From an optimization exercise on the open Yosys and OpenROAD flow, aimed at small area, a short achievable clock period and few clock cycles per item; shortcuts taken in it are not production practice. The RTL was checked by simulation tests, not by an equivalence proof against the original design. Power figures rest on the tool's default switching activity, not on a simulated workload.

==> flow/design.v, too long to show whole: its modules and the start of the top module <==
// module conv_fa: 10 lines
// module conv_ha: 9 lines
// module conv_ao22: 9 lines
// module conv_aoi22: 9 lines
// module window_conv_engine: 2173 lines
module window_conv_engine #(
   parameter int PIXEL_WIDTH = 8,
   parameter int WINDOW      = 3,
   parameter int COEF_WIDTH  = 8,
   parameter int SHIFT       = 0,
   parameter int OUT_WIDTH   = 8,
   localparam int NTAPS      = WINDOW * WINDOW,
   localparam int AW         = (NTAPS > 1) ? $clog2(NTAPS) : 1
) (
   input  logic                                           clk,
   input  logic                                           rst_n,
   input  logic                                           win_valid,
   input  logic [WINDOW-1:0][WINDOW-1:0][PIXEL_WIDTH-1:0] window,
   output logic                                           win_ready,
   input  logic                                           coef_we,
   input  logic [AW-1:0]                                  coef_addr,
   input  logic [COEF_WIDTH-1:0]                          coef_data,
   output logic                                           out_valid,
   output logic [OUT_WIDTH-1:0]                           out_pixel,
   input  logic                                           out_ready
);
  // ...
==> flow/flow/run.sh <==
#!/bin/bash
# Layout flow: the standard synthesis and layout (standard.sh), unchanged except that the
# port buffers that global placement inserts on every input and output are buf_4 cells
# instead of the delay-type buffer ORFS picks by default.
set -euo pipefail
bash standard.sh synth > synth.log 2>&1
BUFFER_PORTS_ARGS="-buffer_cell sky130_fd_sc_hd__buf_4" bash standard.sh finish > layout.log 2>&1
==> flow/standard.sh <==
#!/bin/bash
# synth_recipe.tcl (not shown) runs the flow's synth.tcl, then flattens the netlist and writes it again
# the make line also repeats each setting of config.mk as NAME=value (left out here)
make -C /OpenROAD-flow-scripts/flow DESIGN_CONFIG=/design/flow/config.mk WORK_HOME=/design/flow/orfs CLKGATE_MAP_FILE= SYNTH_SCRIPT=/design/flow/synth_recipe.tcl "${@:-finish}"
==> flow/config.mk <==
export PLATFORM = sky130hd
export DESIGN_NAME = window_conv_engine
export DESIGN_NICKNAME = window_conv_engine
export VERILOG_FILES = /design/flow/design.v
export SDC_FILE = /design/flow/constraint.sdc
export NUM_CORES = 4
export LEC_CHECK = 0
export ABC_AREA = 0
export ABC_CLOCK_PERIOD_IN_PS = 2500
export CAP_MARGIN = 20
export CORE_MARGIN = 2
export CORE_UTILIZATION = 55
export CTS_BUF_LIST = sky130_fd_sc_hd__clkbuf_4 sky130_fd_sc_hd__clkbuf_8
export CTS_CLUSTER_SIZE = 40
export SETUP_SLACK_MARGIN = 3.2
export SLEW_MARGIN = 20
export SYNTH_HIERARCHICAL = 1
export SYNTH_MINIMUM_KEEP_SIZE = 0
==> flow/constraint.sdc <==
create_clock -name core_clock -period 5.5 [get_ports {clk}]
set_input_delay 1.1000 -clock core_clock [delete_from_list [all_inputs] [get_ports {clk}]]
set_output_delay 1.1000 -clock core_clock [all_outputs]
set_load 0.01 [all_outputs]
==> implementation parameters, run 1 <==
Parameter                              Value

Run status
  Status ... no timing/DRC/antenna violations

Worst setup path
  Crit path arrival time ... just under 3000 ps
  WP data required ... 6030 ps
  Critical path endpoint category ... register
  Cells along the critical path ... buf_4, ha_4, a22o_1, fa_2, fa_2
  Critical Path End ... st1[24]

Cells and area
  Largest reg by FF count ... st1
  End-of-flow core utilization ... between 60 and 70%
  Footprint of the multi-input gates ... between 0.015 and 0.02 mm2
  Most common cell after layout, fill and taps aside ... a22o_1
  Non-clock buffer count in the final layout ... 232
  Multi-input gate share of total cell area ... between 50 and 60%
  Number of multi-input logic gates ... 1371
  Fraction of final layout cells with drive strength greater than 1 ... roughly a third
  Leading cell types in the layout, fill and taps excluded ... 316 x a22o_1, 288 x dfxtp_1, 230 x xor2_1
  Non-clock buffer area fraction after layout ... approximately 6%

Synthesis
  Proportion of synthesized chip area in sequential cells ... 38.6%
  Combined area of all synthesized cells ... between 0.02 and 0.03 mm2
  Post-synthesis xor/xnor area fraction ... between 10 and 15%
  Main combinational cell family by area after synthesis ... adder cells
  Mux cell area share after synthesis ... less than 1%
  Total of flip-flops plus latches after synthesis ... between 400 and 500
  Fraction of the mapped netlist area in simple logic gates ... 4.51%
  Synth top area cells ... fa_1 28%, dfxtp_1 22%, edfxtp_1 14%, a22o_1 11%, xor2_1 9.9%

Floorplanning
  Height of the die ... ~220 um
  Std-Cell Core Area ... roughly 0.046 mm2

Clocking
  Total CTS buffers ... 75
  Clock latency on the worst-skew pair ... a little under 700 ps

Power and ir drop
  Internal cell power ... between 10000 and 15000 uW
  Sw Pwr ... approximately 7800 uW

Timing
  Max-slew headroom ... 22.5%
  Number of failing setup endpoints in the final timing report ... 0
  Max frequency ... roughly 410 MHz
  Final clock skew ... approximately 37 ps
  Endpoints failing hold ... 0

Hold path
  Worst min-delay path endpoint ... st3[0]
  Source of the worst hold timing path ... st2[0]

Drt
  Highest layer used for signal routing ... met4
  DRC violation count after routing ... 0
  Met2 Routed Length ... ~37 mm
  Detailed-router iteration count before antenna repair ... 6

Global routing
  Met3 routing resource usage after global routing ... approximately a tenth

Job
  MaxCap Viol Count ... 0

Placed design
  Place WS ... 2400 ps
Testbench counts, summed over its fixed seeds: cycles 8,328, items 8,000.
==> run 2: changes to the inputs <==
--- a/flow/config.mk
+++ b/flow/config.mk
@@ -12,4 +12,2 @@
 export CORE_UTILIZATION = 55
-export CTS_BUF_LIST = sky130_fd_sc_hd__clkbuf_4 sky130_fd_sc_hd__clkbuf_8
-export CTS_CLUSTER_SIZE = 40
 export SETUP_SLACK_MARGIN = 3.2
==> implementation parameters, run 2 <==
Parameter                              Value

Placed design
  Final weighted congestion in routability-driven placement ... approximately 0.96
  Place WS ... 2400 ps (unchanged)
  Number of buffers added on ports ... 98
  Post-DP HPWL ... around 62 mm

Worst setup path
  Reg-to-reg endpoint ... st1[35]
  R2r startpoint ... coef_q[49]
  Critical path endpoint category ... register
  Worst Setup Start Kind ... register
  Crit path arrival time ... 2940 ps (about the same)
  WP data required ... 5970 ps (-60 ps)
  Worst Path Max Fanout ... 5
  Critical Setup Path Class ... reg2reg
  Cells along the critical path ... buf_6, nand3b_1, o21ai_4, a22o_1, fa_2, fa_2
  Cell repeated most along the worst path ... fa_2
  CP peak stage delay ... between 600 and 700 ps
  Max stage delay cell, worst path ... fa_2
  Critical path startpoint ... coef_q[49]
  Number of cell instances on the worst register-to-register path ... 6
  R2R Setup Slk ... between 3000 and 4000 ps

Floorplanning
  Horizontal die dimension ... between 200 and 250 um
  Number of placement rows ... 79
  Height of the die ... 221 um (unchanged)
  Std-Cell Core Area ... 0.0465 mm2 (unchanged)
  Starting density of the core ... between 50 and 60%
  Die Outline Area ... ~0.049 mm2
  Number of primary I/O pins ... slightly below 100

Timing
  Min Clock Period, post-route ... approximately 2500 ps
  Setup slack of the critical path after layout ... roughly 3000 ps
  Max frequency ... 405 MHz (-2.2%)
  RSZ-0062 raised after global routing ... yes
  Final clock skew ... 24.4 ps (-12.2 ps)
  Final worst path period share ... 44.9%
  Endpoints failing hold ... 0 (unchanged)
  Slew Viols, Final ... 0
  Number of failing setup endpoints in the final timing report ... 0 (unchanged)
  Worst hold slack ... approximately 330 ps
  Slew of the pin with the lowest slew margin ... 1140 ps
  Max-slew headroom ... 23.7% (+1.2 points)
  Final-layout setup total negative slack ... 0 ps

Clocking
  Max Root-Sink Buffers ... 3
  CTS H-Tree Depth ... 2
  Clock latency on the worst-skew pair ... 610 ps (-70 ps)
  Clock tree from TritonCTS ... yes
  Clock edge transition at the registers on the reported setup and hold paths ... roughly 60 ps
  Clk Tree Root Cell ... clkbuf_16
  Total CTS buffers ... 46 (-39%)
  Number of clock sinks ... 432
  Hold-fix buffers, CTS ... 0

Synthesis
  Library cell with the highest instance count after synthesis ... fa_1
  Total of flip-flops plus latches after synthesis ... 432 (unchanged)
  Syn Nets ... about 2400
  Netlist cell types ... 59
  Combined area of all synthesized cells ... 0.0258 mm2 (unchanged)
  Post-synthesis cell count ... around 1900
  FFs w/ async S/R, synth ... ~5.1%
  Average footprint of a synthesized cell ... 13.5 um2
  Yosys warning count ... 7
  Proportion of synthesized chip area in sequential cells ... 38.6% (unchanged)
  Cell accounting for the most synthesized area ... fa_1
  Most used flip-flop cell after synthesis ... dfxtp_1
  Count of flip-flops with a built-in enable after synthesis ... between 100 and 150
  Synth top area cells ... fa_1 28%, dfxtp_1 22%, edfxtp_1 14%, a22o_1 11%, xor2_1 9.9%
  Leading post-synthesis cells by instance count ... 362 x fa_1, 324 x a22o_1, 293 x xor2_1, 290 x dfxtp_1, 120 x edfxtp_1
  Fraction of post-synthesis cell area in the top cell type by area ... between 20 and 30%

Drt
  Routed vias ... 16900
  Number of nets still failing antenna checks after routing ... 0
  DRC violation count after routing ... 0 (unchanged)
  Routed vias/inst ... about 6
  Total Wirelength ... about 80 mm
  Routed wirelength normalized by instance count ... approximately 29 um
  Iteration-0 DRC Markers ... approximately 1800
  Detailed-router iteration count before antenna repair ... 7 (+1)

Global routing
  Global routing usage summed across all routing layers ... between 30% and 40%
  Largest net degree at the start of global routing ... 40
  Initial antenna violation count ... 2
  First-pass GRT wire length ... 113 mm
  Via count of the first global-routing pass ... approximately 17000
  Leftover overflow at the end of global routing ... 0

Job
  MaxCap Viol Count ... 0 (unchanged)

Cells and area
  Antenna diode count ... 0
  Area added between synthesis and finish ... 25.6%
  End-of-flow core utilization ... 69.8% (+0.79 points)
  Most common cell after layout, fill and taps aside ... a22o_1
  Leading cell types in the layout, fill and taps excluded ... 309 x a22o_1, 286 x dfxtp_1, 217 x xor2_1
  Final nets ... about 2700
  Largest reg by FF count ... st1
  Fraction of final layout cells with drive strength greater than 1 ... 34.0% (+0.41 points)
  Top flop regs ... st1: 144 flops, coef_q: 72 flops, st2: 67 flops
  Flip-flop count of the largest register, all copies and words added ... 144

Power and ir drop
  Peak ir drop on the vdd network ... between 500 and 600 uV
  Pwr dens ... 586 mW/mm2
  Leakage Power ... between 0.01 and 0.015 uW
  Total power after layout ... ~19000 uW

Hold path
  Hold/Removal Path Class ... reg2reg
  Hold-critical path depth ... 0
  Source of the worst hold timing path ... st2[0]
  Worst min-delay path endpoint ... st3[0]

Run status
  Status ... no timing/DRC/antenna violations
run 2: changes by cell type in the layout (fill, tap and decap cells not counted), sizes merged:
| cell | before | now |
|---|---|---|
| buf | 232 | 253 |
| bufinv | 9 | 3 |
| clkbuf | 108 | 58 |
| o21ai | 50 | 54 |
| inv | 63 | 67 |
| clkinv | 17 | 14 |
run 2: how the worst max path moves through the flow:
stage                      to  slack, ps
floorplan           bcnt_q[2]       2790
global placement       st1[0]       2430
detailed placement     st1[3]       2400
CTS                     big_q       3090
global route            big_q       3000
finish                st1[35]       3030
run 2: stage by stage:
step,area [um2],instances
after floorplan,26800,1907
after global placement,28000,2562
after detailed placement,28000,2562
after CTS,31600,2775
after global routing,32400,2810
final,32400,2810
run 2: routing by layer:
layer / GRT usage [%] / wire [um] / share of wire (%)
met2: 52.3 / 37500 / 47
met4: 14.1 / 3700 / 4.6
met1: 43.9 / 32400 / 40
met5: 0 / 0 / 0
met3: 8.74 / 6540 / 8.2
run 2: critical path: cells and delay by family, from the launching register on:
family / cells / cell delay, ps
AND/OR/NAND/NOR: 1 / 190
adder cells (fa/ha/maj): 2 / 1100
buffers and inverters: 1 / 190
AO/OA/AOI/OAI: 2 / 360
flip-flops: 1 / 490
run 2: layout make-up:
class	count	area (um2)
multi-input cells	1375	17700
fillers	3232	14000
flip-flops and latches	432	9970
repair buffers	253	2160
clock buffers	58	1350
well taps	607	759
clock inverters	26	282
inverters	59	229
run 2: kinds of logic (layout without fill, tap and decap cells):
| group | count (synthesis) | count (layout) | synth area share (%) |
|---|---|---|---|
| xor+xnor | 301 | 301 | 10.2 |
| flops | 432 | 432 | 38.6 |
| fa+ha+maj | 422 | 422 | 31.0 |
| compound gates | 434 | 444 | 13.8 |
| mux | 7 | 7 | 0.300 |
| buf+inv | 110 | 396 | 1.60 |
| simple gates | 201 | 201 | 4.51 |
run 2: power breakdown:
| part | switching, uW | internal, uW | leakage (uW) |
|---|---|---|---|
| sequential | 958 | 4740 | 0.00382 |
| combinational | 5400 | 4590 | 0.00828 |
| clock | 1390 | 1920 | 0.000815 |
| total | 7760 | 11300 | 0.0129 |
run 2: Yosys stat by module, one instance, submodules excluded:
module              cells inside  area (um2)
conv_ao22                      1        8.76
conv_fa                        1        20.0
conv_ha                        1        12.5
window_conv_engine          1215       15700
run 2: repair_timing:
| action | CTS | global route |
|---|---|---|
| endpoints found under the setup margin | 174 | 102 |
| cloned | 6 | 8 |
| gates resized for setup | 202 | 111 |
| buffers inserted | 123 | 27 |
| pin swaps | 109 | 136 |

-- re-timing with driven ports --
No port has a modelled driver above. Below, the same layouts with a new extraction and two added sets of constraints.
Step 1: set_driving_cell puts a clkbuf_16 on clk and a buf_2 on each other input, an assumption about the parent block.
Step 2, shift: input delay + t, output delay - t, t = (earliest + latest rising clock arrival at the registers) / 2. This alone moves slack from input paths to output paths.
Slacks: ideal / step 1 / step 2; pairs: ideal / step 1.
run | t (ns) | slack for setup (ns) | worst slew at a driven data input, ns
run 1 | 0.720 | 3.083 / 3.083 / 2.537 | 0.04
run 2 | 0.657 | 3.029 / 3.029 / 2.568 | 0.05
After both steps setup and hold are still met in every run listed. The setup slack of run 1, which loses most, moves by 0.000 ns with the drivers and by -0.546 ns with both steps.
